What follows belongs to an exercise in optimizing a design on an open flow for small area; a production flow would make more cautious choices. At most, simulation tests tie the RTL to the original design; equivalence was not proved. No functional check of the RTL was part of run 8. Power and IR drop assume default switching activity.

`config.mk`:
```
export PLATFORM = sky130hd
export DESIGN_NAME = instruction_memory
export DESIGN_NICKNAME = instruction_memory
export VERILOG_FILES = /design/flow/design.v
export SDC_FILE = /design/flow/constraint.sdc
export NUM_CORES = 4
export LEC_CHECK = 0
export CAP_MARGIN = 20
export CORE_MARGIN = 2
export CORE_UTILIZATION = 60
export CTS_CLUSTER_DIAMETER = 100
export CTS_CLUSTER_SIZE = 25
export SLEW_MARGIN = 20
export SYNTH_HIERARCHICAL = 1
export SYNTH_MINIMUM_KEEP_SIZE = 0
```
`constraint.sdc`:
```
create_clock -name core_clock -period 10.0 [get_ports {clk}]
set_input_delay 2.0000 -clock core_clock [delete_from_list [all_inputs] [get_ports {clk}]]
set_output_delay 2.0000 -clock core_clock [all_outputs]
set_load 0.01 [all_outputs]
```
`design.v`:
```
module instruction_memory #(
  parameter int          DEPTH    = 64,
  parameter int          ADDR_W   = 32,
  parameter logic [31:0] NOP_WORD = 32'h00000013
) (
  input  logic              clk,
  input  logic              rst,
  input  logic [ADDR_W-1:0] addr,
  output logic [31:0]       instruction,
  output logic              misaligned,
  output logic              out_of_range,
  input  logic              we,
  input  logic [ADDR_W-1:0] waddr,
  input  logic [31:0]       wdata,
  input  logic [3:0]        wstrb
);
  localparam int IDX_W = $clog2(DEPTH);
  function automatic logic boot_bit(input int idx, input int k);
    logic [31:0] w;
    case (idx)
      0:       w = 32'h00500093;
      1:       w = 32'h00300113;
      2:       w = 32'h002081B3;
      default: w = NOP_WORD;
    endcase
    boot_bit = w[k];
  endfunction
  logic [DEPTH*32-1:0] r_mem;
  logic                r_phase;
  logic             w_rd_in_range;
  logic             w_wr_in_range;
  logic [3:0]       w_lane;
  logic [DEPTH-1:0] w_word;
  logic [DEPTH-1:0] w_rsel;
  logic [31:0]      w_d0;
  logic [31:0]      w_d1;
  logic [31:0]      w_c0n;
  logic [31:0]      w_c1n;
  logic [31:0]      w_rd;
  logic             w_rd_phase;
  logic             w_unused;
  assign w_rd_in_range = ~|addr[ADDR_W-1:IDX_W+2];
  assign w_wr_in_range = ~|waddr[ADDR_W-1:IDX_W+2];
  assign w_unused      = &{1'b0, waddr[1:0]};
  assign misaligned   = |addr[1:0];
  assign out_of_range = ~w_rd_in_range;
  always_ff @(posedge clk) r_phase <= ~r_phase & ~rst;
  assign w_lane = ({4{we & w_wr_in_range}} & wstrb) | {4{rst}};
  assign w_d0   = wdata & {32{~rst}};
  assign w_d1   = wdata | {32{rst}};
  assign w_c0n  = ~(w_d0 ^ {32{~r_phase & ~rst}});
  assign w_c1n  = ~(w_d1 ^ {32{~r_phase & ~rst}});
  for (genvar i = 0; i < DEPTH; i++) begin : g_dec
    assign w_word[i] = (waddr[IDX_W+1:2] == IDX_W'(i)) | rst;
    assign w_rsel[i] = (addr[IDX_W+1:2] == IDX_W'(i)) & w_rd_in_range;
  end
  for (genvar i = 0; i < DEPTH; i++) begin : g_word
    for (genvar b = 0; b < 4; b++) begin : g_lane
      logic w_s;
      logic w_ns;
      im_lane u_lane (.w(w_word[i]), .l(w_lane[b]), .s(w_s), .ns(w_ns));
      for (genvar k = 8*b; k < 8*b+8; k++) begin : g_bit
        localparam logic BOOT = boot_bit(i, k);
        logic w_next;
        im_cell u_cell (
          .q(r_mem[32*i+k]), .s(w_s), .ns(w_ns),
          .cn(BOOT ? w_c1n[k] : w_c0n[k]), .d(w_next)
        );
        always_ff @(posedge clk) r_mem[32*i+k] <= w_next;
      end
    end
  end
  for (genvar k = 0; k < 32; k++) begin : g_rd
    logic [DEPTH-1:0] w_col;
    for (genvar i = 0; i < DEPTH; i++) begin : g_c
      assign w_col[i] = r_mem[32*i+k];
    end
    im_rdbit u_rd (.d(w_col), .s(w_rsel), .y(w_rd[k]));
  end
  assign w_rd_phase  = r_phase & w_rd_in_range;
  assign instruction = (w_rd ^ {32{w_rd_phase}}) | (NOP_WORD & {32{~w_rd_in_range}});
endmodule
module im_lane (
  input  logic w,
  input  logic l,
  output logic s,
  output logic ns
);
  logic w_ns;
  im_nand2 u_nand (.a(w), .b(l), .y(w_ns));
  im_inv   u_inv  (.a(w_ns), .y(s));
  assign ns = w_ns;
endmodule
module im_inv (
  input  logic a,
  output logic y
);
  assign y = ~a;
endmodule
module im_nand2 (
  input  logic a,
  input  logic b,
  output logic y
);
  assign y = ~(a & b);
endmodule
module im_nand3 (
  input  logic a,
  input  logic b,
  input  logic c,
  output logic y
);
  assign y = ~(a & b & c);
endmodule
module im_nand4 (
  input  logic a,
  input  logic b,
  input  logic c,
  input  logic d,
  output logic y
);
  assign y = ~(a & b & c & d);
endmodule
module im_nor2 (
  input  logic a,
  input  logic b,
  output logic y
);
  assign y = ~(a | b);
endmodule
module im_nor3 (
  input  logic a,
  input  logic b,
  input  logic c,
  output logic y
);
  assign y = ~(a | b | c);
endmodule
module im_aoi22 (
  input  logic [1:0] d,
  input  logic [1:0] s,
  output logic       y
);
  assign y = ~|(d & s);
endmodule
module im_aoi222 (
  input  logic [2:0] d,
  input  logic [2:0] s,
  output logic       y
);
  assign y = ~|(d & s);
endmodule
module im_cell (
  input  logic q,
  input  logic s,
  input  logic ns,
  input  logic cn,
  output logic d
);
  assign d = ~((q | s) & (cn | ns));
endmodule
module im_rdbit (
  input  logic [63:0] d,
  input  logic [63:0] s,
  output logic        y
);
  logic [21:0] w_l1;
  logic [5:0]  w_l2;
  logic [2:0]  w_l3;
  for (genvar g = 0; g < 21; g++) begin : g_a3
    im_aoi222 u_a (.d(d[3*g +: 3]), .s(s[3*g +: 3]), .y(w_l1[g]));
  end
  im_nand2 u_a21 (.a(d[63]), .b(s[63]), .y(w_l1[21]));
  im_nand4 u_n0 (.a(w_l1[0]),  .b(w_l1[1]),  .c(w_l1[2]),  .d(w_l1[3]),  .y(w_l2[0]));
  im_nand4 u_n1 (.a(w_l1[4]),  .b(w_l1[5]),  .c(w_l1[6]),  .d(w_l1[7]),  .y(w_l2[1]));
  im_nand4 u_n2 (.a(w_l1[8]),  .b(w_l1[9]),  .c(w_l1[10]), .d(w_l1[11]), .y(w_l2[2]));
  im_nand4 u_n3 (.a(w_l1[12]), .b(w_l1[13]), .c(w_l1[14]), .d(w_l1[15]), .y(w_l2[3]));
  im_nand3 u_n4 (.a(w_l1[16]), .b(w_l1[17]), .c(w_l1[18]), .y(w_l2[4]));
  im_nand3 u_n5 (.a(w_l1[19]), .b(w_l1[20]), .c(w_l1[21]), .y(w_l2[5]));
  im_nor2 u_o0 (.a(w_l2[0]), .b(w_l2[1]), .y(w_l3[0]));
  im_nor2 u_o1 (.a(w_l2[2]), .b(w_l2[3]), .y(w_l3[1]));
  im_nor2 u_o2 (.a(w_l2[4]), .b(w_l2[5]), .y(w_l3[2]));
  im_nand3 u_f (.a(w_l3[0]), .b(w_l3[1]), .c(w_l3[2]), .y(y));
endmodule
```
`run.sh`:
```
#!/bin/bash
# synth_recipe.tcl (not shown) runs the flow's synth.tcl, then flattens the netlist and writes it again
# the make line also repeats each setting of config.mk as NAME=value (left out here)
make -C /OpenROAD-flow-scripts/flow DESIGN_CONFIG=/design/flow/config.mk WORK_HOME=/design/flow/orfs CLKGATE_MAP_FILE= SYNTH_SCRIPT=/design/flow/synth_recipe.tcl finish
```
==> results of run 1 <==
[modules after synthesis, one instance, submodules excluded, a selection]
| module | flip-flops and latches | times used | cell area (sq um) |
|---|---|---|---|
| im_aoi222 | 0 | 672 | 10.01 |
| im_cell | 0 | 2048 | 6.256 |
| im_inv | 0 | 256 | 3.754 |
| im_nand2 | 0 | 288 | 3.754 |
| im_nand3 | 0 | 96 | 5.005 |
| im_nand4 | 0 | 128 | 6.256 |
| im_nor2 | 0 | 96 | 3.754 |
| instruction_memory | 2049 | 1 | 43410 |
[per-stage QoR]
step                power [W]  area, sq um
finish                0.01626        73470
CTS                   0.01618        73430
floorplan             0.01145        66630
detailed placement    0.01215        71040
global placement      0.01203        71040
global route          0.01682        73440
[cell type report]
| type | count | area (sq um) |
|---|---|---|
| Clock inverter | 1 | 8.758 |
| Sequential cell | 2049 | 41020 |
| Inverter | 256 | 960.9 |
| Timing Repair Buffer | 243 | 2157 |
| Multi-Input combinational cell | 3644 | 25050 |
| Clock buffer | 96 | 2381 |
| Fill cell | 8822 | 36890 |
| Tap cell | 1488 | 1862 |
| Antenna cell | 12 | 30.03 |
[worst paths after layout]
path	start	depth (start not counted)	end
min reg2reg	r_mem[49]	1	r_mem[49]
max reg2reg	r_phase	4	r_mem[1719]
min	r_mem[49]	1	r_mem[49]
max	addr[10]	13	instruction[10]
[per-layer routing]
metal	vias to the layer above	global-route usage
met2	3860	0.5850
li1	25973	-
met5	-	0
met1	29547	0.5653
met4	18	0.2250
met3	714	0.1274
[cells in the final DEF (no fill, tap or decap), types with 54 or more instances in the layout]
master / count
o22ai_1: 2048
dfxtp_1: 2048
a222oi_1: 672
nand2_1: 300
inv_1: 256
clkdlybuf4s50_1: 133
nand4_1: 131
nor2_1: 112
buf_4: 110
nand3_1: 106
clkbuf_16: 95
nor3_2: 57
xnor2_1: 54
[flip-flops by register name (all words and copies together), names as in the netlist]
register  cells
r_phase       1
r_mem      2048
[worst reg2reg max path: cells and delay by family, from the launching register on]
| kind | cells | cell delay (ns) |
|---|---|---|
| DFF | 1 | 1.04 |
| AOI/OAI and AO/OA | 1 | 0.18 |
| xor gates and xnor gates | 1 | 0.26 |
| and+or+nand+nor | 1 | 0.49 |
| buffers and inverters | 1 | 0.63 |
[power groups by stage]
stage | Clock (W) | Combinational, W | Sequential [W]
4_1_cts | 0.00421 | 0.00172 | 0.0103
2_1_floorplan | 0 | 0.00120 | 0.0102
3_5_place_dp | 0 | 0.00172 | 0.0104
5_1_grt | 0.00449 | 0.00189 | 0.0104
6_report | 0.00420 | 0.00178 | 0.0103
3_3_place_gp | 0 | 0.00164 | 0.0104
[kinds of logic (layout without fill, tap and decap cells)]
| logic type | count (synthesis) | count (layout) | synth area share |
|---|---|---|---|
| AO/OA/AOI/OAI | 2788 | 2788 | 0.3009 |
| XOR/XNOR | 64 | 64 | 0.009539 |
| buffers and inverters | 294 | 596 | 0.01758 |
| flip-flops | 2049 | 2049 | 0.6156 |
| other | 0 | 12 | 0 |
| AND/OR/NAND/NOR | 792 | 792 | 0.05635 |
==> qor.yml, run 1 <==
clk_pin_slew_ns: 0.09
crit_path_top_delay_cell: "xnor2_1"
drt-met1-wl_microns: 94740
crit_fanout: 51
synth.net_count: 6090
antenna_found_initial: 24
worstPathArrival_ns: 7.06
layoutNonFillerInstCount: 7789
drt_iter0_markers: 10429
finalHoldViolCount: 0
synth_largest_area_cell: "dfxtp_1"
maxCapViolations: 0
dr_wl_met2_microns: 101400
area_growth_syn_to_layout_pct: 10.27
postCtsHoldBufs: 0
rsz0062_at_grt: "false"
route.met3.wl_microns: 33160
critPathKind: "input port to output port"
finalMaxSlewViolations: 0
seqPwrFrac: 0.632
via_per_inst: 7.718
power.switching_w: 0.004299
cts_setup_buffers: 0
final_util: 0.6657
cp-start-kind: "input port"
netlist.area_leader.share: 0.6156
required_ns: 8.00
drcViolationCount: 0
vias: 60112
insertion_delay_ns: 0.74
switching_share: 0.2644
fin_skew_ns: 0.02022
die_w_microns: 337.2
grt_max_degree: 65
max_stage_delay_ns: 0.68
holdWs_ns: 0.4471
grt_pass1_vias: 55493
wl_microns: 244400
numCtsBuffers: 91
cts_max_level: 3
synth_seq_cells: 2049
min_path_type: "flip-flop to flip-flop"
yosysMostFrequentCell: "dfxtp_1"
cts_sinks: 2049
netlist_area_sq_um: 66630
path_buf_inv: 4
outcome: "timing/DRC/antenna clean"
p_int_w: 0.01196
fmax_mhz: 110.4
detail_route.wl_per_cell_microns: 31.38
dieArea_sq_um: 113700
fin_crit_ns: 9.062
grt_usage: 0.4141
netlist_instances: 5987
grt_pass1_wl_microns: 355000
cts_root_buf: "clkbuf_16"
dr.pass1.iters: 14
finalNetCount: 6388
gp_congestion: 0.9543
clk_path_buf_depth: 3
fin_crit_sh: 0.9062
detail-route-antenna-nets: 0
critPathTopFamily: "simple AND/OR/NAND/NOR gates"
tightest_slew_ns: 1.297
ios: 137
cts_tree: "done"
clockPowerShare: 0.258
p_comb_frac: 0.109
place_ws_ns: 1.206
dp.cells: 7680
yosysUniqueCellTypes: 30
synth_area_leaders: "dfxtp_1, o22ai_1, a222oi_1"
vdd_ir_drop_max_uv: 171.9
cts-resized-gates: 0
port_buffers: 134
synth-async-reset-ratio: 0
seq_area_frac_synth: 0.6156
synthTopCellsByCount: "dfxtp_1, o22ai_1, a222oi_1"
start_util: 0.6037
powerDensity_nw_per_um2: 221.3
end_kind: "output port"
setup_ws_ns: 0.9382
setup_viol: 0
hpwl_microns: 155200
rrSetupSlack_ns: 7.26
slew_headroom: 0.1336
p_leak_nw: 28.06
die_h_microns: 337.2
dr.max_layer_used: "met5"
synth-edff-count: 0
rows: 122
core_sq_um: 110400
ys.flop_type: "dfxtp_1"
tns_ns: 0
synth_warnings: 7
drive_above_1_share: 0.05311
path_cells: "clkdlybuf4s50_1, nor4_1, and4_1, nand2_4, buf_4, nor3_2, buf_4, a222oi_1, nand3_1, nor2_1, nand3_1, xnor2_1, clkdlybuf4s50_1"
synth_area_per_cell_sq_um: 11.13
grt_remaining_overflow: 0
==> run 2, diff against run 1 <==
--- a/config.mk
+++ b/config.mk
@@ -10,5 +10,5 @@
 export CORE_UTILIZATION = 60
 export CTS_CLUSTER_DIAMETER = 100
-export CTS_CLUSTER_SIZE = 25
+export CTS_CLUSTER_SIZE = 30
 export SLEW_MARGIN = 20
 export SYNTH_HIERARCHICAL = 1
==> qor.yml, run 2 <==
finalMaxSlewViolations: 0
critPathKind: "input port to output port"
port_buffers: 134
worstReg2RegStart: "r_phase"
powerDensity_nw_per_um2: 218.5
via_per_inst: 7.695
start_util: 0.6037
die_w_microns: 337.2
slew_headroom: 0.1537
ys.flop_type: "dfxtp_1"
antenna_found_initial: 22
layoutNonFillerInstCount: 7784
synth_area_per_cell_sq_um: 11.13
rrSetupSlack_ns: 7.26
seq_area_frac_synth: 0.6156
die_h_microns: 337.2
dr.pass1.iters: 14
core_sq_um: 110400
largest_reg_flops: 2048
synth_largest_area_cell: "dfxtp_1"
yosysUniqueCellTypes: 30
netlist_area_sq_um: 66630
crit_path_start: "addr[10]"
postCtsHoldBufs: 0
fin_skew_ns: 0.02090
drcViolationCount: 0
rows: 122
fmax_mhz: 110.8
cts_setup_buffers: 0
synth_area_leaders: "dfxtp_1, o22ai_1, a222oi_1"
finalNetCount: 6375
tightest_slew_ns: 1.267
vdd_ir_drop_max_uv: 165.5
final_util: 0.6631
clk_path_buf_depth: 3
numCtsBuffers: 78
maxCapViolations: 0
dieArea_sq_um: 113700
seq_area_sq_um: 41020
multiInputGateArea_sq_um: 25050
cp-start-kind: "input port"
netlist_instances: 5987
finalHoldViolCount: 0
grt_pass1_wl_microns: 354300
cts-resized-gates: 0
gp_congestion: 0.9543
crit_fanout: 51
clk_pin_slew_ns: 0.11
fin_crit_sh: 0.9027
drt_iter0_markers: 10633
p_total_w: 0.01599
setup_viol: 0
hpwl_microns: 155200
worstSetupEndpoint: "instruction[10]"
ios: 137
cts_sinks: 2049
grt_max_degree: 65
synth-async-reset-ratio: 0
layout_common_cells: "o22ai_1, dfxtp_1, a222oi_1"
cts_tree: "done"
grt_pass1_vias: 55282
min_path_type: "flip-flop to flip-flop"
grt_usage: 0.4129
outcome: "timing/DRC/antenna clean"
cts_root_buf: "clkbuf_16"
required_ns: 8.00
yosysMostFrequentCell: "dfxtp_1"
setup_ws_ns: 0.9727
p_leak_nw: 27.92
synth.net_count: 6090
end_kind: "output port"
synth_seq_cells: 2049
synthTopCellsByCount: "dfxtp_1, o22ai_1, a222oi_1"
synth-edff-count: 0
vias: 59898
insertion_delay_ns: 0.72
top_regs: "r_mem x2048, r_phase x1"
worstPathArrival_ns: 7.03
r2r_end: "r_mem[857]"
fin_crit_ns: 9.027
detail-route-antenna-nets: 0
wl_microns: 243800
grt_remaining_overflow: 0
cts_max_level: 3
place_ws_ns: 1.206
ff2ff_path_depth: 4
top_register: "r_mem"
drive_above_1_share: 0.05176
rsz0062_at_grt: "false"
dp.cells: 7680
tns_ns: 0
fillers: 8831
detail_route.wl_per_cell_microns: 31.32
netlist.area_leader.share: 0.6156
area_growth_syn_to_layout_pct: 9.840
synth_warnings: 7
## run 2: routing by layer
layer | up-vias | GRT usage | part of all wire
met1 | 29332 | 0.5691 | 0.39
met2 | 3993 | 0.5843 | 0.42
met3 | 631 | 0.1198 | 0.14
met4 | 16 | 0.2205 | 0.057
met5 | - | 0 | 0.00037
li1 | 25926 | - | -
## run 2: logic make-up (layout without fill, tap and decap cells)
| logic type | after synthesis | count (layout) | share of synthesized area |
|---|---|---|---|
| other | 0 | 17 | 0 |
| flip-flops | 2049 | 2049 | 0.6156 |
| XOR/XNOR | 64 | 64 | 0.009539 |
| AO/OA/AOI/OAI | 2788 | 2788 | 0.3009 |
| AND/OR/NAND/NOR | 792 | 792 | 0.05635 |
| buffers and inverters | 294 | 586 | 0.01758 |
## run 2: worst min-delay path by stage
stage,slack [ns],cells after the start,endpoint,start
after floorplan,0.42,1,r_mem[0],r_mem[0]
after global placement,0.43,1,r_mem[12],r_mem[12]
after detailed placement,0.44,1,r_mem[1164],r_mem[1164]
after CTS,0.45,1,r_mem[8],r_mem[8]
after global routing,0.46,1,r_mem[753],r_mem[753]
final,0.45,1,r_mem[1647],r_mem[1647]
## run 2: power breakdown
group | internal (W) | switching [W] | leakage [nW]
clock network | 0.00148 | 0.00245 | 1.03
logic | 0.000711 | 0.00107 | 9.61
registers | 0.00955 | 0.000737 | 17.3
total | 0.0117 | 0.00425 | 27.9
## run 2: critical path, stage by stage
cell and delay (ns):
clkdlybuf4s50_1 0.49, nor4_1 0.05, and4_1 0.29, nand2_4 0.64, buf_4 0.39, nor3_2 0.12, buf_4 0.26, a222oi_1 0.56
nand3_1 0.13, nor2_1 0.47, nand3_1 0.17, xnor2_1 0.67, clkdlybuf4s50_1 0.68
## run 2: cell type report
type | count | share of cell area
antenna | 17 | 0.0005813
clock buffer | 81 | 0.02770
clock inverter | 6 | 0.0008548
inverter | 256 | 0.01313
multi-input combinational | 3644 | 0.3423
sequential | 2049 | 0.5605
tap | 1488 | 0.02544
timing repair buffer | 243 | 0.02947
## run 2: per-stage QoR
step / cell area (sq um) / hold slack [ns]
2_1_floorplan: 66630 / 0.4213
3_3_place_gp: 71040 / 0.4288
3_5_place_dp: 71040 / 0.4363
6_report: 73190 / 0.4497
5_1_grt: 73140 / 0.4594
4_1_cts: 73130 / 0.4510
## run 2: per-module statistics from Yosys (local to each module, per instance), excerpt
module | cells inside | flip-flops and latches | cell area [sq um] | times used
instruction_memory | 2403 | 2049 | 43410 | 1
im_aoi222 | 1 | 0 | 10.01 | 672
im_cell | 1 | 0 | 6.256 | 2048
im_nand4 | 1 | 0 | 6.256 | 128
im_nand3 | 1 | 0 | 5.005 | 96
im_inv | 1 | 0 | 3.754 | 256
im_nand2 | 1 | 0 | 3.754 | 288
im_nor2 | 1 | 0 | 3.754 | 96
==> run 3, diff against run 2 <==
--- a/config.mk
+++ b/config.mk
@@ -8,7 +8,5 @@
 export CAP_MARGIN = 20
 export CORE_MARGIN = 2
-export CORE_UTILIZATION = 60
-export CTS_CLUSTER_DIAMETER = 100
-export CTS_CLUSTER_SIZE = 30
+export CORE_UTILIZATION = 40
 export SLEW_MARGIN = 20
 export SYNTH_HIERARCHICAL = 1
==> qor.yml, run 3 <==
outcome: "timing/DRC/antenna clean"
grt_pass1_wl_microns: 370500
synth_largest_area_cell: "dfxtp_1"
grt_pass1_vias: 57133
via_per_inst: 6.860
cp-start-kind: "input port"
critPathKind: "input port to output port"
fin_crit_sh: 0.8918
required_ns: 8.00
slew_headroom: 0.1676
ys.flop_type: "dfxtp_1"
postCtsHoldBufs: 0
gp_congestion: 0.9396
area_growth_syn_to_layout_pct: 18.24
maxCapViolations: 0
place_ws_ns: 1.154
largest_reg_flops: 2048
layoutNonFillerInstCount: 8751
rrSetupSlack_ns: 7.37
setup_ws_ns: 1.082
cts_setup_buffers: 0
clk_pin_slew_ns: 0.06
finalNetCount: 6490
end_kind: "output port"
netlist_instances: 5987
drcViolationCount: 0
cts_max_level: 4
synthTopCellsByCount: "dfxtp_1, o22ai_1, a222oi_1"
drt_iter0_markers: 8835
clk_path_buf_depth: 3
rows: 149
yosysUniqueCellTypes: 30
fillers: 15285
min_path_type: "flip-flop to flip-flop"
finalHoldViolCount: 0
fin_skew_ns: 0.03209
grt_usage: 0.2870
dp.cells: 8374
seq_area_frac_synth: 0.6156
vdd_ir_drop_max_uv: 176.4
synth_area_leaders: "dfxtp_1, o22ai_1, a222oi_1"
hold_depth: 1
yosysMostFrequentCell: "dfxtp_1"
dr.pass1.iters: 13
fin_crit_ns: 8.918
ff2ff_path_depth: 4
top_regs: "r_mem x2048, r_phase x1"
detail-route-antenna-nets: 0
detail_route.wl_per_cell_microns: 29.12
seq_area_sq_um: 41020
hpwl_microns: 161800
p_total_w: 0.01994
p_leak_nw: 30.23
crit_fanout: 54
insertion_delay_ns: 0.83
ios: 137
synth_seq_cells: 2049
worstPathArrival_ns: 6.92
vias: 60031
port_buffers: 134
wl_microns: 254800
rsz0062_at_grt: "false"
cts-resized-gates: 0
fmax_mhz: 112.1
core_sq_um: 165200
cts_root_buf: "clkbuf_16"
cts_sinks: 2049
netlist.area_leader.share: 0.6156
netlist_area_sq_um: 66630
die_w_microns: 412.1
drive_above_1_share: 0.08364
synth.net_count: 6090
dieArea_sq_um: 169900
synth_warnings: 7
synth-edff-count: 0
finalMaxSlewViolations: 0
top_register: "r_mem"
cts_tree: "done"
tns_ns: 0
powerDensity_nw_per_um2: 253.0
synth-async-reset-ratio: 0
setup_viol: 0
grt_remaining_overflow: 0
grt_max_degree: 90
antenna_found_initial: 11
multiInputGateArea_sq_um: 25030
tightest_slew_ns: 1.237
numCtsBuffers: 200
die_h_microns: 412.1
synth_area_per_cell_sq_um: 11.13
layout_common_cells: "o22ai_1, dfxtp_1, a222oi_1"
start_util: 0.4034
-- run 3: cell counts after synthesis --
No cell type changed its count.
-- run 3: path summary, 6_finish.rpt --
path	startpoint	to
max	addr[10]	instruction[31]
min	r_mem[1039]	r_mem[1039]
max reg2reg	r_phase	r_mem[911]
min reg2reg	r_mem[1039]	r_mem[1039]
-- run 3: report_power, final --
group	internal [W]	switching (W)	leakage (nW)	total [W]
clock network	0.00463	0.00322	3.38	0.00786
registers	0.00956	0.000731	17.3	0.0103
logic	0.000709	0.00108	9.57	0.00179
total	0.0149	0.00503	30.2	0.0199
-- run 3: per-layer routing --
metal,share of wire,vias to the layer above,track usage
li1,-,26355,-
met1,0.39,29550,0.3767
met2,0.43,3531,0.4307
met3,0.11,589,0.06893
met4,0.061,6,0.1647
met5,0.00021,-,0
-- run 3: final cells by class --
| cell class | instances | area share |
|---|---|---|
| diodes | 10 | 0.0003176 |
| multi-input cells | 3644 | 0.3177 |
| clock buffers | 297 | 0.07506 |
| flip-flops and latches | 2049 | 0.5207 |
| clock inverters | 70 | 0.01259 |
| well taps | 2189 | 0.03476 |
| repair buffers | 236 | 0.02671 |
| inverters | 256 | 0.01220 |
-- run 3: per-stage QoR --
step                      hold slack, ns  utilization  cell area, sq um
after floorplan                   0.4213            -             66630
after global placement            0.4288       0.4350             71850
after detailed placement          0.4363       0.4350             71850
after CTS                         0.4450       0.4768             78760
after global routing              0.4511       0.4769             78770
final                             0.4430       0.4770             78780
-- run 3: logic make-up (layout without fill, tap and decap cells) --
logic type,after synthesis,count (layout),synth area share
AO/OA/AOI/OAI,2788,2788,0.3009
XOR/XNOR,64,64,0.009539
buffers and inverters,294,859,0.01758
flip-flops,2049,2049,0.6156
other,0,10,0
AND/OR/NAND/NOR,792,792,0.05635
-- run 3: per-module statistics from Yosys (local to each module, per instance), excerpt --
module | times used | flip-flops and latches | cell area [sq um] | cells inside
im_nor2 | 96 | 0 | 3.754 | 1
im_nand4 | 128 | 0 | 6.256 | 1
instruction_memory | 1 | 2049 | 43410 | 2403
im_inv | 256 | 0 | 3.754 | 1
im_cell | 2048 | 0 | 6.256 | 1
im_nand2 | 288 | 0 | 3.754 | 1
im_aoi222 | 672 | 0 | 10.01 | 1
im_nand3 | 96 | 0 | 5.005 | 1
-- run 3: critical path, stage by stage --
cell and delay [ns]:
clkdlybuf4s50_1 0.48, nor4_1 0.05, and4_1 0.32, nand2_4 0.68, nor3_2 0.15, buf_4 0.26
a222oi_1 0.48, nand4_1 0.34, nor2_1 0.65, nand3_1 0.52, xnor2_1 0.29, clkdlybuf4s50_1 0.57
==> run 4, diff against run 3 <==
==> flow/run.sh (new file) <==
#!/bin/bash
# The standard layout (the standard.sh, all stages), except that the port
# buffers that global placement puts on every input and output are the
# smallest buffer cell rather than the one buffer_ports picks by default.
set -euo pipefail
export BUFFER_PORTS_ARGS="-buffer_cell sky130_fd_sc_hd__buf_1"
bash standard.sh > standard.log 2>&1
==> standard.sh (new file) <==
#!/bin/bash
# synth_recipe.tcl (not shown) runs the flow's synth.tcl, then flattens the netlist and writes it again
# the make line also repeats each setting of config.mk as NAME=value (left out here)
make -C /OpenROAD-flow-scripts/flow DESIGN_CONFIG=/design/flow/config.mk WORK_HOME=/design/flow/orfs CLKGATE_MAP_FILE= SYNTH_SCRIPT=/design/flow/synth_recipe.tcl "${@:-finish}"
--- a/config.mk
+++ b/config.mk
@@ -8,5 +8,7 @@
 export CAP_MARGIN = 20
 export CORE_MARGIN = 2
-export CORE_UTILIZATION = 40
+export CORE_UTILIZATION = 60
+export CTS_CLUSTER_DIAMETER = 100
+export CTS_CLUSTER_SIZE = 25
 export SLEW_MARGIN = 20
 export SYNTH_HIERARCHICAL = 1
removed: run.sh
==> qor.yml, run 4 <==
synth.net_count: 6090
required_ns: 8.00
numCtsBuffers: 92
finalMaxSlewViolations: 0
antenna_found_initial: 20
worstPathArrival_ns: 6.40
synth_seq_cells: 2049
powerDensity_nw_per_um2: 223.9
dpl_cell_area_sq_um: 70090
insertion_delay_ns: 0.72
synth_area_per_cell_sq_um: 11.13
synth-async-reset-ratio: 0
tns_ns: 0
end_kind: "output port"
hp-start: "r_mem[363]"
drive_above_1_share: 0.05007
hpwl_microns: 152100
fin_skew_ns: 0.02182
fmax_mhz: 119.0
cts_root_buf: "clkbuf_16"
cts_tree: "done"
port_buffers: 134
rows: 122
detail_route.wl_per_cell_microns: 31.19
synthTopCellsByCount: "dfxtp_1, o22ai_1, a222oi_1"
cts_sinks: 2049
setup_viol: 0
dp.cells: 7660
die_w_microns: 337.2
finalNetCount: 6370
die_h_microns: 337.2
fin_area_sq_um: 72570
start_util: 0.6037
largest_reg_flops: 2048
layoutNonFillerInstCount: 7770
netlist.area_leader.share: 0.6156
rsz0062_at_grt: "false"
top_register: "r_mem"
detail-route-antenna-nets: 0
area_growth_syn_to_layout_pct: 8.910
gp_congestion: 0.9351
grt_max_degree: 66
grt_remaining_overflow: 0
tightest_slew_ns: 1.237
multiInputGateArea_sq_um: 25060
p_leak_nw: 27.65
synth_largest_area_cell: "dfxtp_1"
netlist_area_sq_um: 66630
netlist_instances: 5987
grt_usage: 0.4085
ys.flop_type: "dfxtp_1"
outcome: "timing/DRC/antenna clean"
dieArea_sq_um: 113700
fin_crit_sh: 0.8404
fin_crit_ns: 8.404
slew_headroom: 0.1690
r2r_end: "r_mem[1142]"
yosysUniqueCellTypes: 30
hold_end: "r_mem[363]"
layout_common_cells: "o22ai_1, dfxtp_1, a222oi_1"
seq_area_sq_um: 41020
synth_area_leaders: "dfxtp_1, o22ai_1, a222oi_1"
worstReg2RegStart: "r_phase"
cts-resized-gates: 0
grt_pass1_vias: 54786
rrSetupSlack_ns: 7.20
cts_setup_buffers: 0
postCtsHoldBufs: 0
yosysMostFrequentCell: "dfxtp_1"
ff2ff_path_depth: 4
cts_max_level: 3
clk_pin_slew_ns: 0.09
dr.pass1.iters: 14
finalHoldViolCount: 0
crit_fanout: 52
hold_depth: 1
critPathKind: "input port to output port"
vdd_ir_drop_max_uv: 181.8
min_path_type: "flip-flop to flip-flop"
synth_warnings: 7
clk_path_buf_depth: 3
ios: 137
via_per_inst: 7.683
drt_iter0_markers: 10912
synth-edff-count: 0
grt_pass1_wl_microns: 350800
seq_area_frac_synth: 0.6156
wl_microns: 242400
maxCapViolations: 0
vias: 59695
fillers: 8968
core_sq_um: 110400
top_regs: "r_mem x2048, r_phase x1"
drcViolationCount: 0
cp-start-kind: "input port"
## run 4: cell count changes in the layout (fill, tap and decap cells not counted), sizes merged
| cell | delta |
|---|---|
| bufinv | -21 |
| clkinv | -30 |
| clkinvlp | -9 |
| clkbuf | -201 |
| clkdlybuf4s50 | -133 |
| diode | +1 |
| inv | -7 |
| buf | +120 |
## run 4: metal layers
metal / wire, microns / GRT usage
met3: 31610 / 0.1097
met1: 95350 / 0.5668
met4: 14460 / 0.2237
met5: 82 / 0
met2: 100900 / 0.5773
## run 4: modules after synthesis (local to each module, per instance), excerpt
module              cells  flops+latches
im_inv                  1              0
im_aoi222               1              0
im_cell                 1              0
im_nor2                 1              0
im_nand4                1              0
instruction_memory   2403           2049
im_nand3                1              0
im_nand2                1              0
## run 4: area by class of cell
cell class,instances,share of cell area
Sequential cell,2049,0.5653
Multi-Input combinational cell,3644,0.3453
Clock buffer,95,0.03276
Antenna cell,11,0.0003793
Clock inverter,3,0.0006035
Tap cell,1488,0.02566
Inverter,256,0.01324
Timing Repair Buffer,224,0.01674
## run 4: worst max path at each step
stage / startpoint / to / slack [ns] / cells past startpoint
after global placement: addr[17] / instruction[7] / 1.84 / 12
after detailed placement: addr[17] / instruction[7] / 1.81 / 12
after floorplan: addr[17] / instruction[0] / 2.50 / 12
after CTS: addr[17] / instruction[7] / 1.80 / 12
final: addr[14] / instruction[10] / 1.60 / 13
after global routing: addr[10] / instruction[10] / 1.65 / 13
## run 4: worst max-delay path, cell delays in order
cell and delay, ns:
buf_1 0.12, nor4_1 0.05, and4_1 0.28, nand2_4 0.70, buf_4 0.45, nor3_2 0.08, buf_4 0.28, a222oi_1 0.47
nand4_1 0.46, nor2_1 0.50, nand3_1 0.17, xnor2_1 0.55, buf_1 0.21
## run 4: stage by stage
step           hold slack (ns)  total power (W)    util  setup slack, ns
6_report                0.4482          0.01624  0.6575            1.596
5_1_grt                 0.4574          0.01680  0.6573            1.648
4_1_cts                 0.4476          0.01617  0.6570            1.797
3_5_place_dp            0.4363          0.01212  0.6351            1.807
3_3_place_gp            0.4286          0.01200  0.6350            1.838
2_1_floorplan           0.4213          0.01145       -            2.501
## run 4: power by group
part	leakage (nW)	internal (W)	switching [W]
sequential	17.3	0.00955	0.000730
clock	1.19	0.00171	0.00251
combinational	9.18	0.000684	0.00106
total	27.6	0.0119	0.00431
## run 4: cells by family (layout without fill, tap and decap cells)
| group | count (synthesis) | in the layout | share of synthesized area |
|---|---|---|---|
| AND/OR/NAND/NOR | 792 | 792 | 0.05635 |
| XOR/XNOR | 64 | 64 | 0.009539 |
| other | 0 | 11 | 0 |
| buffers and inverters | 294 | 578 | 0.01758 |
| AO/OA/AOI/OAI | 2788 | 2788 | 0.3009 |
| flip-flops | 2049 | 2049 | 0.6156 |
==> run 5, diff against run 4 <==
--- a/design.v
+++ b/design.v
@@ -51,7 +51,31 @@
   assign w_c0n  = ~(w_d0 ^ {32{~r_phase & ~rst}});
   assign w_c1n  = ~(w_d1 ^ {32{~r_phase & ~rst}});
+  logic [7:0] w_rhi_n;
+  logic [7:0] w_rlo_n;
+  logic [7:0] w_whi_n;
+  logic [7:0] w_wlo_n;
+  logic [5:0] w_ra_n;
+  assign w_ra_n = ~addr[7:2];
+  for (genvar j = 0; j < 8; j++) begin : g_pre
+    localparam logic [2:0] J = 3'(j);
+    im_nand4 u_rhi (
+      .a(w_rd_in_range),
+      .b(J[2] ? addr[7] : w_ra_n[5]),
+      .c(J[1] ? addr[6] : w_ra_n[4]),
+      .d(J[0] ? addr[5] : w_ra_n[3]),
+      .y(w_rhi_n[j])
+    );
+    im_nand3 u_rlo (
+      .a(J[2] ? addr[4] : w_ra_n[2]),
+      .b(J[1] ? addr[3] : w_ra_n[1]),
+      .c(J[0] ? addr[2] : w_ra_n[0]),
+      .y(w_rlo_n[j])
+    );
+    assign w_whi_n[j] = ~((waddr[7:5] == J) | rst);
+    assign w_wlo_n[j] = ~((waddr[4:2] == J) | rst);
+  end
   for (genvar i = 0; i < DEPTH; i++) begin : g_dec
-    assign w_word[i] = (waddr[IDX_W+1:2] == IDX_W'(i)) | rst;
-    assign w_rsel[i] = (addr[IDX_W+1:2] == IDX_W'(i)) & w_rd_in_range;
+    im_nor2 u_rsel (.a(w_rhi_n[i/8]), .b(w_rlo_n[i%8]), .y(w_rsel[i]));
+    im_nor2 u_word (.a(w_whi_n[i/8]), .b(w_wlo_n[i%8]), .y(w_word[i]));
   end
   for (genvar i = 0; i < DEPTH; i++) begin : g_word
==> qor.yml, run 5 <==
start_util: 0.6061
dp.cells: 7570
fin_crit_sh: 0.8044
finalNetCount: 6352
postCtsHoldBufs: 0
netlist_area_sq_um: 66070
grt_usage: 0.3878
critPathKind: "input port to output port"
via_per_inst: 7.623
dr.pass1.iters: 14
worstReg2RegStart: "r_phase"
place_ws_ns: 2.217
detail_route.wl_per_cell_microns: 29.82
port_buffers: 134
cp-start-kind: "input port"
p_leak_nw: 27.30
die_w_microns: 335.8
fin_skew_ns: 0.01788
synth_warnings: 7
netlist_instances: 5954
grt_pass1_wl_microns: 336500
finalMaxSlewViolations: 0
outcome: "timing/DRC/antenna clean"
synth.net_count: 6057
min_path_type: "flip-flop to flip-flop"
setup_viol: 0
drt_iter0_markers: 10145
antenna_found_initial: 6
grt_remaining_overflow: 0
clk_pin_slew_ns: 0.09
wl_microns: 228700
powerDensity_nw_per_um2: 240.0
rows: 121
synth_area_leaders: "dfxtp_1, o22ai_1, a222oi_1"
cts_max_level: 3
vias: 58476
area_growth_syn_to_layout_pct: 8.587
tns_ns: 0
fillers: 8769
crit_path_start: "addr[2]"
setup_ws_ns: 1.956
synth_area_per_cell_sq_um: 11.10
synth-edff-count: 0
layout_common_cells: "o22ai_1, dfxtp_1, a222oi_1"
yosysMostFrequentCell: "dfxtp_1"
insertion_delay_ns: 0.71
die_h_microns: 335.8
yosysUniqueCellTypes: 23
vdd_ir_drop_max_uv: 183.0
gp_congestion: 0.9052
ios: 137
grt_pass1_vias: 53736
synthTopCellsByCount: "dfxtp_1, o22ai_1, a222oi_1"
worstPathArrival_ns: 6.04
fmax_mhz: 124.3
clk_path_buf_depth: 3
tightest_slew_ns: 1.224
max_stage_delay_ns: 0.84
path_cells: "buf_1, inv_1, nand3_1, nor2_2, a222oi_1, nand4_1, nor2_1, nand3_1, xnor2_2, buf_1"
top_regs: "r_mem x2048, r_phase x1"
grt_max_degree: 65
crit_fanout: 17
layoutNonFillerInstCount: 7671
cts_sinks: 2049
drcViolationCount: 0
cts_root_buf: "clkbuf_16"
numCtsBuffers: 91
end_kind: "output port"
cts_setup_buffers: 0
hp-start: "r_mem[2044]"
core_sq_um: 109000
dieArea_sq_um: 112800
crit_path_top_delay_cell: "nor2_1"
cts-resized-gates: 0
required_ns: 8.00
rsz0062_at_grt: "false"
largest_reg_flops: 2048
fin_crit_ns: 8.044
synth_seq_cells: 2049
ys.flop_type: "dfxtp_1"
netlist.area_leader.share: 0.6209
finalHoldViolCount: 0
detail-route-antenna-nets: 0
synth_largest_area_cell: "dfxtp_1"
cts_tree: "done"
seq_area_frac_synth: 0.6209
slew_headroom: 0.1831
holdWs_ns: 0.4476
maxCapViolations: 0
synth-async-reset-ratio: 0
hpwl_microns: 150100
top_register: "r_mem"
drive_above_1_share: 0.04814
[run 5: cell count changes after synthesis, moves of 7 or more]
cell / previous run / this run
nor2_1: 116 / 238
nand2b_1: 37 / 29
o21bai_1: 20 / 0
clkbuf_1: 21 / 8
nand2_1: 301 / 292
a31oi_1: 0 / 16
nor3_1: 62 / 1
nor3_2: 9 / 0
a21o_1: 48 / 4
buf_6: 8 / 1
inv_1: 256 / 269
nand4_1: 131 / 138
[run 5: stage by stage]
step	instance area [sq um]	power, W	util
5_1_grt	71740	0.01786	0.6581
3_3_place_gp	69340	0.01296	0.6361
4_1_cts	71730	0.01715	0.6580
2_1_floorplan	66070	0.01234	-
3_5_place_dp	69340	0.01311	0.6361
6_report	71740	0.01722	0.6581
[run 5: where the power goes]
group	switching, W	internal [W]
Combinational	0.00115	0.000867
Sequential	0.000989	0.0100
Clock	0.00248	0.00170
[run 5: worst paths after layout]
check | end | slack (ns) | depth (start not counted)
min reg2reg | r_mem[2044] | 0.45 | 1
max reg2reg | r_mem[1016] | 7.40 | 5
max | instruction[11] | 1.96 | 10
min | r_mem[2044] | 0.45 | 1
[run 5: final cells by class]
type | instances | area [sq um] | share of cell area
clock inverter | 1 | 8.758 | 0.0001221
antenna | 4 | 10.01 | 0.0001395
clock buffer | 96 | 2381 | 0.03319
inverter | 270 | 1013 | 0.01413
tap | 1414 | 1769 | 0.02466
sequential | 2049 | 41020 | 0.5718
timing repair buffer | 217 | 1127 | 0.01571
multi-input combinational | 3620 | 24410 | 0.3403
[run 5: cell families (layout without fill, tap and decap cells)]
| kind of cell | Yosys count | in the layout | synth area share |
|---|---|---|---|
| other cells | 0 | 4 | 0 |
| flops | 2049 | 2049 | 0.6209 |
| compound gates | 2740 | 2740 | 0.2977 |
| simple gates | 816 | 816 | 0.05522 |
| xor+xnor | 64 | 64 | 0.009621 |
| buf+inv | 285 | 584 | 0.01657 |
[run 5: worst max-delay path: cells and delay by family]
kind	cells	cell delay, ns
AND/OR/NAND/NOR	5	2.68
buffers and inverters	3	0.52
AO/OA/AOI/OAI	1	0.59
XOR/XNOR	1	0.24
[run 5: per-layer routing]
metal	routed length, microns	global-route usage	up-vias
li1	-	-	25799
met1	93350	0.5466	28674
met2	96350	0.5625	3519
met3	28340	0.1036	478
met4	10670	0.1619	6
met5	35	0	-
[run 5: per-module statistics from Yosys (local to each module, per instance), excerpt]
module | cells | area, sq um
im_nor2 | 1 | 3.754
im_inv | 1 | 3.754
im_nand3 | 1 | 5.005
im_aoi222 | 1 | 10.01
im_nand4 | 1 | 6.256
im_nand2 | 1 | 3.754
im_cell | 1 | 6.256
instruction_memory | 2226 | 42270
==> run 6, diff against run 5 <==
--- a/design.v
+++ b/design.v
@@ -33,4 +33,5 @@
   logic [DEPTH-1:0] w_word;
   logic [DEPTH-1:0] w_rsel;
+  logic [DEPTH-1:0] w_rsel_hi;
   logic [31:0]      w_d0;
   logic [31:0]      w_d1;
@@ -77,4 +78,5 @@
   for (genvar i = 0; i < DEPTH; i++) begin : g_dec
     im_nor2 u_rsel (.a(w_rhi_n[i/8]), .b(w_rlo_n[i%8]), .y(w_rsel[i]));
+    im_nor2 u_rsel_hi (.a(w_rhi_n[i/8]), .b(w_rlo_n[i%8]), .y(w_rsel_hi[i]));
     im_nor2 u_word (.a(w_whi_n[i/8]), .b(w_wlo_n[i%8]), .y(w_word[i]));
   end
@@ -100,5 +102,9 @@
       assign w_col[i] = r_mem[32*i+k];
     end
-    im_rdbit u_rd (.d(w_col), .s(w_rsel), .y(w_rd[k]));
+    if (k < 16) begin : g_lo
+      im_rdbit u_rd (.d(w_col), .s(w_rsel), .y(w_rd[k]));
+    end else begin : g_hi
+      im_rdbit u_rd (.d(w_col), .s(w_rsel_hi), .y(w_rd[k]));
+    end
   end
   assign w_rd_phase  = r_phase & w_rd_in_range;
--- a/config.mk
+++ b/config.mk
@@ -10,5 +10,5 @@
 export CORE_UTILIZATION = 60
 export CTS_CLUSTER_DIAMETER = 100
-export CTS_CLUSTER_SIZE = 25
+export CTS_CLUSTER_SIZE = 28
 export SLEW_MARGIN = 20
 export SYNTH_HIERARCHICAL = 1
==> qor.yml, run 6 <==
outcome: "timing/DRC/antenna clean"
p_comb_frac: 0.117
end_kind: "output port"
grt_usage: 0.3726
cts_setup_buffers: 0
max_stage_delay_ns: 1.20
postCtsHoldBufs: 0
fin_crit_sh: 0.8890
start_util: 0.6066
cts_sinks: 2049
setup_ws_ns: 1.110
drcViolationCount: 0
numCtsBuffers: 83
yosysUniqueCellTypes: 23
synth_largest_area_cell: "dfxtp_1"
synth_warnings: 7
netlist_instances: 6018
hpwl_microns: 146200
finalHoldViolCount: 0
powerDensity_nw_per_um2: 238.1
clk_pin_slew_ns: 0.10
port_buffers: 134
fmax_mhz: 112.5
crit_path_start: "addr[25]"
vdd_ir_drop_max_uv: 178.8
insertion_delay_ns: 0.71
top_register: "r_mem"
power.switching_w: 0.004620
fin_crit_ns: 8.890
maxCapViolations: 0
core_sq_um: 109300
clockPowerShare: 0.237
p_int_w: 0.01251
path_cells: "buf_1, nor4_1, nand4_1, nor2_1, nand4_1, nor2_1, a222oi_1, nand4_1, nor2_1, nand3_1, xnor2_1, nand2_1, buf_1"
die_h_microns: 336.4
synth_area_per_cell_sq_um: 11.02
wl_microns: 220700
dr.pass1.iters: 14
finalMaxSlewViolations: 0
dieArea_sq_um: 113200
grt_max_degree: 65
drive_above_1_share: 0.04684
synthTopCellsByCount: "dfxtp_1, o22ai_1, a222oi_1"
setup_viol: 0
via_per_inst: 7.459
required_ns: 8.00
grt_pass1_wl_microns: 327900
cts-resized-gates: 0
grt_pass1_vias: 52527
grt_remaining_overflow: 0
finalNetCount: 6417
rsz0062_at_grt: "false"
synth_seq_cells: 2049
largest_reg_flops: 2048
detail_route.wl_per_cell_microns: 28.30
switching_share: 0.2698
drt_iter0_markers: 10250
synth-async-reset-ratio: 0
cp-start-kind: "input port"
cts_root_buf: "clkbuf_16"
ios: 137
cts_tree: "done"
synth-edff-count: 0
p_leak_nw: 27.26
rows: 121
synth.net_count: 6121
die_w_microns: 336.4
tns_ns: 0
crit_path_top_delay_cell: "nor2_1"
detail-route-antenna-nets: 0
cts_max_level: 3
fin_skew_ns: 0.02603
layout_common_cells: "o22ai_1, dfxtp_1, a222oi_1"
gp_congestion: 0.8968
netlist_area_sq_um: 66310
dpl_cell_area_sq_um: 69510
tightest_slew_ns: 1.312
seq_area_frac_synth: 0.6186
area_growth_syn_to_layout_pct: 8.491
fin_area_sq_um: 71940
worstReg2RegStart: "r_phase"
netlist.area_leader.share: 0.6186
fillers: 8888
clk_path_buf_depth: 3
ys.flop_type: "dfxtp_1"
min_path_type: "flip-flop to flip-flop"
antenna_found_initial: 4
yosysMostFrequentCell: "dfxtp_1"
crit_fanout: 16
seqPwrFrac: 0.646
worstPathArrival_ns: 6.89
place_ws_ns: 0.7945
critPathKind: "input port to output port"
hp-start: "r_mem[1731]"
synth_area_leaders: "dfxtp_1, o22ai_1, a222oi_1"
top_regs: "r_mem x2048, r_phase x1"
slew_headroom: 0.1224
vias: 58171
[run 6: changes by cell type in the layout (fill, tap and decap cells not counted), moves of 2 or more]
| cell | previous run | this run |
|---|---|---|
| buf_4 | 83 | 86 |
| nand2b_2 | 0 | 10 |
| buf_6 | 0 | 6 |
| nand2b_4 | 29 | 19 |
| clkbuf_16 | 95 | 89 |
| a31oi_1 | 8 | 10 |
| nor2_2 | 64 | 58 |
| a31oi_2 | 8 | 6 |
| nor2_1 | 171 | 241 |
[run 6: per-stage QoR]
| stage | power (W) | hold WS, ns | util | std cells |
|---|---|---|---|---|
| after global placement | 0.01299 | 0.4287 | 0.6350 | 7697 |
| after CTS | 0.01706 | 0.4500 | 0.6566 | 7791 |
| final | 0.01713 | 0.4495 | 0.6581 | 7799 |
| after detailed placement | 0.01314 | 0.4363 | 0.6359 | 7701 |
| after global routing | 0.01779 | 0.4574 | 0.6580 | 7795 |
| after floorplan | 0.01235 | 0.4213 | - | 6018 |
[run 6: layout make-up]
type / instances / area (sq um) / share of cell area
multi-input cells: 3684 / 24570 / 0.3416
diodes: 4 / 10.01 / 0.0001391
flip-flops and latches: 2049 / 41020 / 0.5702
inverters: 270 / 1013 / 0.01409
repair buffers: 226 / 1217 / 0.01692
clock inverters: 1 / 30.03 / 0.0004174
clock buffers: 89 / 2227 / 0.03096
well taps: 1476 / 1847 / 0.02567
[run 6: worst max-delay path: cells and delay by family]
kind,cells,cell delay [ns]
AND/OR/NAND/NOR,9,4.12
AO/OA/AOI/OAI,1,0.36
buffers and inverters,2,0.24
XOR/XNOR,1,0.17
[run 6: cells by family after synthesis]
group	Yosys count	synth area share
AOI/OAI and AO/OA	2740	0.2966
xor gates and xnor gates	64	0.009586
buffers and inverters	285	0.01651
DFF	2049	0.6186
and+or+nand+nor	880	0.05865
[run 6: layer usage]
metal / vias up / global-route usage / share of wire
li1: 25988 / - / -
met3: 483 / 0.06488 / 0.11
met1: 28364 / 0.5310 / 0.41
met4: 6 / 0.1579 / 0.049
met2: 3330 / 0.5595 / 0.43
met5: - / 0 / 0.00021
[run 6: modules after synthesis, one instance, submodules excluded, a selection]
module,flip-flops and latches,copies in the design
im_cell,0,2048
im_nand3,0,104
im_nor2,0,288
im_nand2,0,288
im_nand4,0,136
instruction_memory,2049,1
im_inv,0,256
im_aoi222,0,672
[run 6: final timing paths]
check | endpoint | slack [ns] | cells past startpoint
worst max-delay path | instruction[0] | 1.11 | 13
worst min-delay path | r_mem[1731] | 0.45 | 1
worst max register to register | r_mem[1485] | 7.25 | 4
worst min register to register | r_mem[1731] | 0.45 | 1
[run 6: power groups by stage]
stage	combinational, W	sequential, W	clock [W]
6_report	0.00200	0.0111	0.00406
3_3_place_gp	0.00184	0.0111	0
4_1_cts	0.00194	0.0110	0.00409
3_5_place_dp	0.00196	0.0112	0
5_1_grt	0.00216	0.0113	0.00438
2_1_floorplan	0.00145	0.0109	0
==> run 7, diff against run 6 <==
--- a/design.v
+++ b/design.v
@@ -27,5 +27,4 @@
   endfunction
   logic [DEPTH*32-1:0] r_mem;
-  logic                r_phase;
   logic             w_rd_in_range;
   logic             w_wr_in_range;
@@ -33,11 +32,7 @@
   logic [DEPTH-1:0] w_word;
   logic [DEPTH-1:0] w_rsel;
-  logic [DEPTH-1:0] w_rsel_hi;
   logic [31:0]      w_d0;
   logic [31:0]      w_d1;
-  logic [31:0]      w_c0n;
-  logic [31:0]      w_c1n;
   logic [31:0]      w_rd;
-  logic             w_rd_phase;
   logic             w_unused;
   assign w_rd_in_range = ~|addr[ADDR_W-1:IDX_W+2];
@@ -46,10 +41,7 @@
   assign misaligned   = |addr[1:0];
   assign out_of_range = ~w_rd_in_range;
-  always_ff @(posedge clk) r_phase <= ~r_phase & ~rst;
   assign w_lane = ({4{we & w_wr_in_range}} & wstrb) | {4{rst}};
   assign w_d0   = wdata & {32{~rst}};
   assign w_d1   = wdata | {32{rst}};
-  assign w_c0n  = ~(w_d0 ^ {32{~r_phase & ~rst}});
-  assign w_c1n  = ~(w_d1 ^ {32{~r_phase & ~rst}});
   logic [7:0] w_rhi_n;
   logic [7:0] w_rlo_n;
@@ -78,5 +70,4 @@
   for (genvar i = 0; i < DEPTH; i++) begin : g_dec
     im_nor2 u_rsel (.a(w_rhi_n[i/8]), .b(w_rlo_n[i%8]), .y(w_rsel[i]));
-    im_nor2 u_rsel_hi (.a(w_rhi_n[i/8]), .b(w_rlo_n[i%8]), .y(w_rsel_hi[i]));
     im_nor2 u_word (.a(w_whi_n[i/8]), .b(w_wlo_n[i%8]), .y(w_word[i]));
   end
@@ -91,5 +82,5 @@
         im_cell u_cell (
           .q(r_mem[32*i+k]), .s(w_s), .ns(w_ns),
-          .cn(BOOT ? w_c1n[k] : w_c0n[k]), .d(w_next)
+          .wd(BOOT ? w_d1[k] : w_d0[k]), .d(w_next)
         );
         always_ff @(posedge clk) r_mem[32*i+k] <= w_next;
@@ -102,12 +93,7 @@
       assign w_col[i] = r_mem[32*i+k];
     end
-    if (k < 16) begin : g_lo
-      im_rdbit u_rd (.d(w_col), .s(w_rsel), .y(w_rd[k]));
-    end else begin : g_hi
-      im_rdbit u_rd (.d(w_col), .s(w_rsel_hi), .y(w_rd[k]));
-    end
-  end
-  assign w_rd_phase  = r_phase & w_rd_in_range;
-  assign instruction = (w_rd ^ {32{w_rd_phase}}) | (NOP_WORD & {32{~w_rd_in_range}});
+    im_rdbit u_rd (.d(w_col), .s(w_rsel), .y(w_rd[k]));
+  end
+  assign instruction = w_rd | (NOP_WORD & {32{~w_rd_in_range}});
 endmodule
 module im_lane (
@@ -185,8 +171,8 @@
   input  logic s,
   input  logic ns,
-  input  logic cn,
+  input  logic wd,
   output logic d
 );
-  assign d = ~((q | s) & (cn | ns));
+  assign d = (q & ns) | (wd & s);
 endmodule
 module im_rdbit (
--- a/config.mk
+++ b/config.mk
@@ -10,5 +10,5 @@
 export CORE_UTILIZATION = 60
 export CTS_CLUSTER_DIAMETER = 100
-export CTS_CLUSTER_SIZE = 28
+export CTS_CLUSTER_SIZE = 25
 export SLEW_MARGIN = 20
 export SYNTH_HIERARCHICAL = 1
==> qor.yml, run 7 <==
end_kind: "output port"
tightest_slew_ns: 1.306
ff2ff_path_depth: 1
vias: 57934
synth.net_count: 6008
worstSetupEndpoint: "instruction[7]"
powerDensity_nw_per_um2: 211.1
area_growth_syn_to_layout_pct: 8.192
fin_skew_ns: 0
dpl_cell_area_sq_um: 74150
cts-resized-gates: 0
finalMaxSlewViolations: 0
port_buffers: 134
cts_setup_buffers: 0
fin_crit_sh: 0.8224
core_sq_um: 116500
slew_headroom: 0.1260
muxShareOfSynthArea: 0
clk_pin_slew_ns: 0.09
rows: 125
insertion_delay_ns: 0.70
synth_largest_area_cell: "dfxtp_1"
die_h_microns: 347.4
ys.flop_type: "dfxtp_1"
grt_pass1_vias: 53559
top_regs: "r_mem x2048"
netlist_instances: 5905
finalNetCount: 6311
finalHoldViolCount: 0
holdWs_ns: 0.4939
antenna_found_initial: 13
synth-compound-area-share: 0.3505
p_leak_nw: 31.18
synthAdderAreaFrac: 0
gp_congestion: 0.9450
netlist_area_sq_um: 70760
synth_seq_cells: 2048
required_ns: 8.00
drive_above_1_share: 0.05233
synth_area_per_cell_sq_um: 11.98
cts_sinks: 2048
cp-start-kind: "input port"
synth-async-reset-ratio: 0
wl_microns: 234300
fillers: 9172
rsz0062_at_grt: "false"
drcViolationCount: 0
maxCapViolations: 0
layout_common_cells: "a22o_1, dfxtp_1, a222oi_1"
grt_max_degree: 65
dr.pass1.iters: 14
largest_reg_flops: 2048
worstPathArrival_ns: 6.22
detail_route.wl_per_cell_microns: 30.26
cts_root_buf: "clkbuf_16"
min_path_type: "flip-flop to flip-flop"
yosysUniqueCellTypes: 24
rrSetupSlack_ns: 9.31
setup_viol: 0
ios: 137
drt_iter0_markers: 10015
critPathKind: "input port to output port"
top_register: "r_mem"
tns_ns: 0
postCtsHoldBufs: 0
synthXorXnorAreaFrac: 0
fin_crit_ns: 8.224
r2r_end: "r_mem[873]"
die_w_microns: 347.4
netlist.area_leader.share: 0.5794
synth_area_leaders: "dfxtp_1, a22o_1, a222oi_1"
dieArea_sq_um: 120700
synth_warnings: 7
outcome: "timing/DRC/antenna clean"
seq_area_frac_synth: 0.5794
cts_tree: "done"
synthTopCellsByCount: "a22o_1, dfxtp_1, a222oi_1"
fin_area_sq_um: 76560
start_util: 0.6073
hpwl_microns: 155700
synthSimpleGateAreaFrac: 0.05246
worstReg2RegStart: "r_mem[873]"
grt_pass1_wl_microns: 345000
detail-route-antenna-nets: 0
via_per_inst: 7.484
clk_path_buf_depth: 3
grt_usage: 0.3700
fmax_mhz: 121.6
crit_path_start: "addr[12]"
vdd_ir_drop_max_uv: 146.8
numCtsBuffers: 91
grt_remaining_overflow: 0
cts_max_level: 3
crit_fanout: 17
synth_top_family_by_area: "compound AO/OA/AOI/OAI gates"
synth-edff-count: 0
[run 7: cell types whose count changed in the layout (fill, tap and decap cells not counted), sizes merged, moves of 4 or more]
cell and delta:
nand2b -29, nor4 -4, clkbuf +5, a41o +4
a21o -4, o22ai -2048, or4 +4, buf +19
a22o +2048, or2 +10, nor2 -75, xnor2 -64
nor2b +29
[run 7: per-module statistics from Yosys, one instance, submodules excluded, excerpt]
module,times used,cells,flops+latches
im_aoi222,672,1,0
im_cell,2048,1,0
im_inv,256,1,0
im_nand2,288,1,0
im_nand3,104,1,0
im_nand4,136,1,0
im_nor2,224,1,0
instruction_memory,1,2177,2048
[run 7: layout make-up]
type                            instances  area (sq um)  share of cell area
Antenna cell                            6         15.01           0.0001961
Clock buffer                           94          2341             0.03058
Clock inverter                          2         17.52           0.0002288
Inverter                              268          1006             0.01314
Multi-Input combinational cell       3554         28930              0.3779
Sequential cell                      2048         41000              0.5355
Tap cell                             1524          1907             0.02491
Timing Repair Buffer                  245          1340             0.01750
[run 7: metrics by stage]
step	worst slack (ns)	util	cells	total power [W]
after CTS	1.890	0.6566	7734	0.01613
after global placement	1.919	0.6364	7638	0.01200
after floorplan	3.119	-	5905	0.01148
final	1.776	0.6571	7741	0.01616
after detailed placement	1.886	0.6364	7638	0.01209
after global routing	1.646	0.6570	7737	0.01675
[run 7: cells by family (layout without fill, tap and decap cells)]
| kind of cell | after synthesis | after routing |
|---|---|---|
| compound gates | 2740 | 2740 |
| other cells | 0 | 6 |
| buf+inv | 303 | 609 |
| simple gates | 814 | 814 |
| flops | 2048 | 2048 |
[run 7: worst min path at each step]
stage,depth (start not counted),startpoint,endpoint
5_1_grt,1,r_mem[635],r_mem[635]
3_5_place_dp,1,r_mem[1073],r_mem[1073]
6_report,1,r_mem[1112],r_mem[1112]
3_3_place_gp,1,r_mem[1057],r_mem[1057]
2_1_floorplan,1,r_mem[0],r_mem[0]
4_1_cts,1,r_mem[564],r_mem[564]
[run 7: power by group]
part	leakage [nW]	internal, W	switching (W)
clock network	1.16	0.00168	0.00249
logic	13.0	0.00101	0.000875
registers	17.0	0.00940	0.000710
total	31.2	0.0121	0.00408
[run 7: critical path, cell delays in order]
cell,delay [ns]
buf_1,0.07
or4_4,0.54
nor2_4,0.28
and2_1,0.32
nand4_1,0.61
nor2_2,0.96
buf_4,0.41
a222oi_1,0.19
nand3_1,0.14
nor2_1,0.14
nand3_1,0.34
buf_1,0.20
[run 7: per-layer routing]
| layer | up-vias | share of wire | global-route usage |
|---|---|---|---|
| li1 | 25475 | - | - |
| met1 | 28585 | 0.42 | 0.5447 |
| met2 | 3442 | 0.40 | 0.5111 |
| met3 | 416 | 0.12 | 0.09142 |
| met4 | 16 | 0.048 | 0.1611 |
| met5 | - | 0.00037 | 0 |
==> run 8, diff against run 7 <==
--- a/design.v
+++ b/design.v
@@ -44,31 +44,7 @@
   assign w_d0   = wdata & {32{~rst}};
   assign w_d1   = wdata | {32{rst}};
-  logic [7:0] w_rhi_n;
-  logic [7:0] w_rlo_n;
-  logic [7:0] w_whi_n;
-  logic [7:0] w_wlo_n;
-  logic [5:0] w_ra_n;
-  assign w_ra_n = ~addr[7:2];
-  for (genvar j = 0; j < 8; j++) begin : g_pre
-    localparam logic [2:0] J = 3'(j);
-    im_nand4 u_rhi (
-      .a(w_rd_in_range),
-      .b(J[2] ? addr[7] : w_ra_n[5]),
-      .c(J[1] ? addr[6] : w_ra_n[4]),
-      .d(J[0] ? addr[5] : w_ra_n[3]),
-      .y(w_rhi_n[j])
-    );
-    im_nand3 u_rlo (
-      .a(J[2] ? addr[4] : w_ra_n[2]),
-      .b(J[1] ? addr[3] : w_ra_n[1]),
-      .c(J[0] ? addr[2] : w_ra_n[0]),
-      .y(w_rlo_n[j])
-    );
-    assign w_whi_n[j] = ~((waddr[7:5] == J) | rst);
-    assign w_wlo_n[j] = ~((waddr[4:2] == J) | rst);
-  end
   for (genvar i = 0; i < DEPTH; i++) begin : g_dec
-    im_nor2 u_rsel (.a(w_rhi_n[i/8]), .b(w_rlo_n[i%8]), .y(w_rsel[i]));
-    im_nor2 u_word (.a(w_whi_n[i/8]), .b(w_wlo_n[i%8]), .y(w_word[i]));
+    assign w_word[i] = (waddr[IDX_W+1:2] == IDX_W'(i)) | rst;
+    assign w_rsel[i] = (addr[IDX_W+1:2] == IDX_W'(i)) & w_rd_in_range;
   end
   for (genvar i = 0; i < DEPTH; i++) begin : g_word
==> run.sh (new file) <==
#!/bin/bash
# synth_recipe.tcl (not shown) runs the flow's synth.tcl, then flattens the netlist and writes it again
# the make line also repeats each setting of config.mk as NAME=value (left out here)
make -C /OpenROAD-flow-scripts/flow DESIGN_CONFIG=/design/flow/config.mk WORK_HOME=/design/flow/orfs CLKGATE_MAP_FILE= SYNTH_SCRIPT=/design/flow/synth_recipe.tcl finish
--- a/config.mk
+++ b/config.mk
@@ -8,7 +8,5 @@
 export CAP_MARGIN = 20
 export CORE_MARGIN = 2
-export CORE_UTILIZATION = 60
-export CTS_CLUSTER_DIAMETER = 100
-export CTS_CLUSTER_SIZE = 25
+export CORE_UTILIZATION = 40
 export SLEW_MARGIN = 20
 export SYNTH_HIERARCHICAL = 1
removed: flow/run.sh
removed: standard.sh
==> qor.yml, run 8 <==
outcome: "timing/DRC/antenna clean"
path_buf_inv: 4
gp_congestion: 0.8913
via_per_inst: 6.671
vdd_ir_drop_max_uv: 190.5
rows: 155
top_regs: "r_mem x2048"
route.met3.wl_microns: 20940
port_buffers: 134
die_h_microns: 426.6
cts_max_level: 4
dieArea_sq_um: 182000
ys.flop_type: "dfxtp_1"
largest_reg_flops: 2048
ios: 137
rsz0062_at_grt: "false"
fin_area_sq_um: 83870
seq_area_sq_um: 41000
worstSetupEndpoint: "instruction[1]"
min_path_type: "flip-flop to flip-flop"
detail-route-antenna-nets: 0
powerDensity_nw_per_um2: 229.0
synth-async-reset-ratio: 0
finalHoldViolCount: 0
cp-start-kind: "input port"
worstPathArrival_ns: 6.68
clk_path_buf_depth: 3
muxShareOfSynthArea: 0
dp.cells: 8500
layout_common_cells: "a22o_1, dfxtp_1, a222oi_1"
vias: 59255
p_leak_nw: 34.32
netlist_area_sq_um: 71450
synthTopCellsByCount: "a22o_1, dfxtp_1, a222oi_1"
synth-compound-area-share: 0.3525
p_total_w: 0.01920
slew_headroom: 0.1814
setup_viol: 0
dr_wl_met2_microns: 113900
area_growth_syn_to_layout_pct: 17.38
crit_path_start: "addr[7]"
fin_crit_sh: 0.8681
wl_microns: 255900
tns_ns: 0
die_w_microns: 426.6
synthXorXnorAreaFrac: 0
netlist_instances: 5970
path_cells: "clkdlybuf4s50_1, nand2b_1, buf_4, nor4_4, buf_4, a222oi_1, nand4_1, nor2_1, nand3_1, or3_1, clkdlybuf4s50_1"
synth_largest_area_cell: "dfxtp_1"
multiInputGateArea_sq_um: 29780
cts_root_buf: "clkbuf_16"
synth.net_count: 6073
dr.max_layer_used: "met5"
seq_area_frac_synth: 0.5738
cts-resized-gates: 0
rrSetupSlack_ns: 9.31
grt_max_degree: 73
synthSimpleGateAreaFrac: 0.05492
synth_top_family_by_area: "compound AO/OA/AOI/OAI gates"
drive_above_1_share: 0.08607
fin_crit_ns: 8.681
maxCapViolations: 0
max_stage_delay_ns: 0.74
netlist.area_leader.share: 0.5738
synth_seq_cells: 2048
detail_route.wl_per_cell_microns: 28.81
drt_iter0_markers: 8919
drcViolationCount: 0
dpl_cell_area_sq_um: 76880
ff2ff_path_depth: 1
fmax_mhz: 115.2
cts_setup_buffers: 0
postCtsHoldBufs: 0
synth_area_leaders: "dfxtp_1, a22o_1, a222oi_1"
yosysUniqueCellTypes: 27
critPathKind: "input port to output port"
synth_area_per_cell_sq_um: 11.97
required_ns: 8.00
end_kind: "output port"
r2r_end: "r_mem[1929]"
insertion_delay_ns: 0.86
synth-edff-count: 0
worstReg2RegStart: "r_mem[1929]"
synthAdderAreaFrac: 0
synth_warnings: 7
crit_fanout: 32
dr.pass1.iters: 13
fin_skew_ns: 0
numCtsBuffers: 203
drt-met1-wl_microns: 107200
finalNetCount: 6453
cts_tree: "done"
hpwl_microns: 167900
tightest_slew_ns: 1.225
antenna_found_initial: 15
crit_path_top_delay_cell: "clkdlybuf4s50_1"
critical_path_depth: 11
layoutNonFillerInstCount: 8882
grt_remaining_overflow: 0
start_util: 0.4013
grt_pass1_wl_microns: 373300
grt_pass1_vias: 56511
finalMaxSlewViolations: 0
clk_pin_slew_ns: 0.06
grt_usage: 0.2683
fillers: 16120
cts_sinks: 2048
core_sq_um: 178000
critPathTopFamily: "simple AND/OR/NAND/NOR gates"
top_register: "r_mem"
## run 8: changes by cell type after synthesis, moves of 19 or more
cell      before  now
a21o_1         0   44
clkbuf_1       5   32
nand2_1      289  316
nor2_1       225  106
o21bai_1       0   20
nor4_1         6   49
nor3_1         1   20
## run 8: cell families after synthesis
kind of cell / Yosys count
buf+inv: 326
compound gates: 2788
flops: 2048
simple gates: 808
## run 8: power by group
group          internal (W)  total (W)  switching [W]
Combinational      0.000804    0.00162       0.000820
Sequential          0.00912    0.00965       0.000532
Clock               0.00461    0.00793        0.00332
## run 8: routing by layer
metal	GRT usage	vias up
met1	0.3573	29637
met3	0.05043	537
li1	-	26106
met4	0.1417	4
met5	0.005820	-
met2	0.4119	2971
## run 8: metrics by stage
stage | utilization | setup slack, ns | hold slack [ns]
2_1_floorplan | - | 2.180 | 0.4553
3_3_place_gp | 0.4318 | 1.547 | 0.4650
3_5_place_dp | 0.4318 | 1.547 | 0.4698
4_1_cts | 0.4709 | 1.545 | 0.4865
5_1_grt | 0.4710 | 1.302 | 0.4903
6_report | 0.4711 | 1.319 | 0.4848
## run 8: worst min path at each step
stage | start | to | slack, ns | depth (start not counted)
floorplan | r_mem[0] | r_mem[0] | 0.46 | 1
global placement | r_mem[1370] | r_mem[1370] | 0.47 | 1
detailed placement | r_mem[305] | r_mem[305] | 0.47 | 1
CTS | r_mem[1538] | r_mem[1538] | 0.49 | 1
global route | r_mem[1137] | r_mem[1137] | 0.49 | 1
finish | r_mem[231] | r_mem[231] | 0.48 | 1
## run 8: final cells by class
type | count | share of cell area
flip-flops and latches | 2048 | 0.4889
multi-input cells | 3596 | 0.3551
clock buffers | 301 | 0.07180
well taps | 2355 | 0.03513
repair buffers | 245 | 0.02624
inverters | 256 | 0.01146
clock inverters | 72 | 0.01110
diodes | 9 | 0.0002685
## run 8: per-module statistics from Yosys, one instance, submodules excluded, a selection
module	cells inside	cell area (sq um)	times used	flops+latches
instruction_memory	2386	43100	1	2048
im_aoi222	1	10.01	672	0
im_cell	1	8.758	2048	0
im_nand4	1	6.256	128	0
im_nand3	1	5.005	96	0
im_inv	1	3.754	256	0
im_nand2	1	3.754	288	0
im_nor2	1	3.754	96	0

==> what the ideal ports hide <==
No port has a modelled driver above. Below, the same layouts with a new extraction and two added sets of constraints. Step 1 assumes that a clkbuf_16 drives the clock port and a buf_2 every other input. Step 2 times the ports against the registers' clock, not the clock port: input delays grow and output delays shrink by t, the midpoint of the rising clock arrivals with the driver on. Three values: ideal ports, drivers, drivers and shift; two values: the first two.
run	t (ns)	slack for setup (ns)
run 1	0.802	0.938 / 0.902 / 0.902
run 2	0.782	0.973 / 0.934 / 0.934
run 3	0.915	1.082 / 1.059 / 1.059
run 4	0.792	1.596 / 1.569 / 1.569
run 5	0.788	1.956 / 1.830 / 1.830
run 6	0.778	1.110 / 1.087 / 1.087
run 7	0.782	1.776 / 1.753 / 1.753
run 8	0.939	1.319 / 1.282 / 1.282
After both steps every run listed still meets setup and hold.
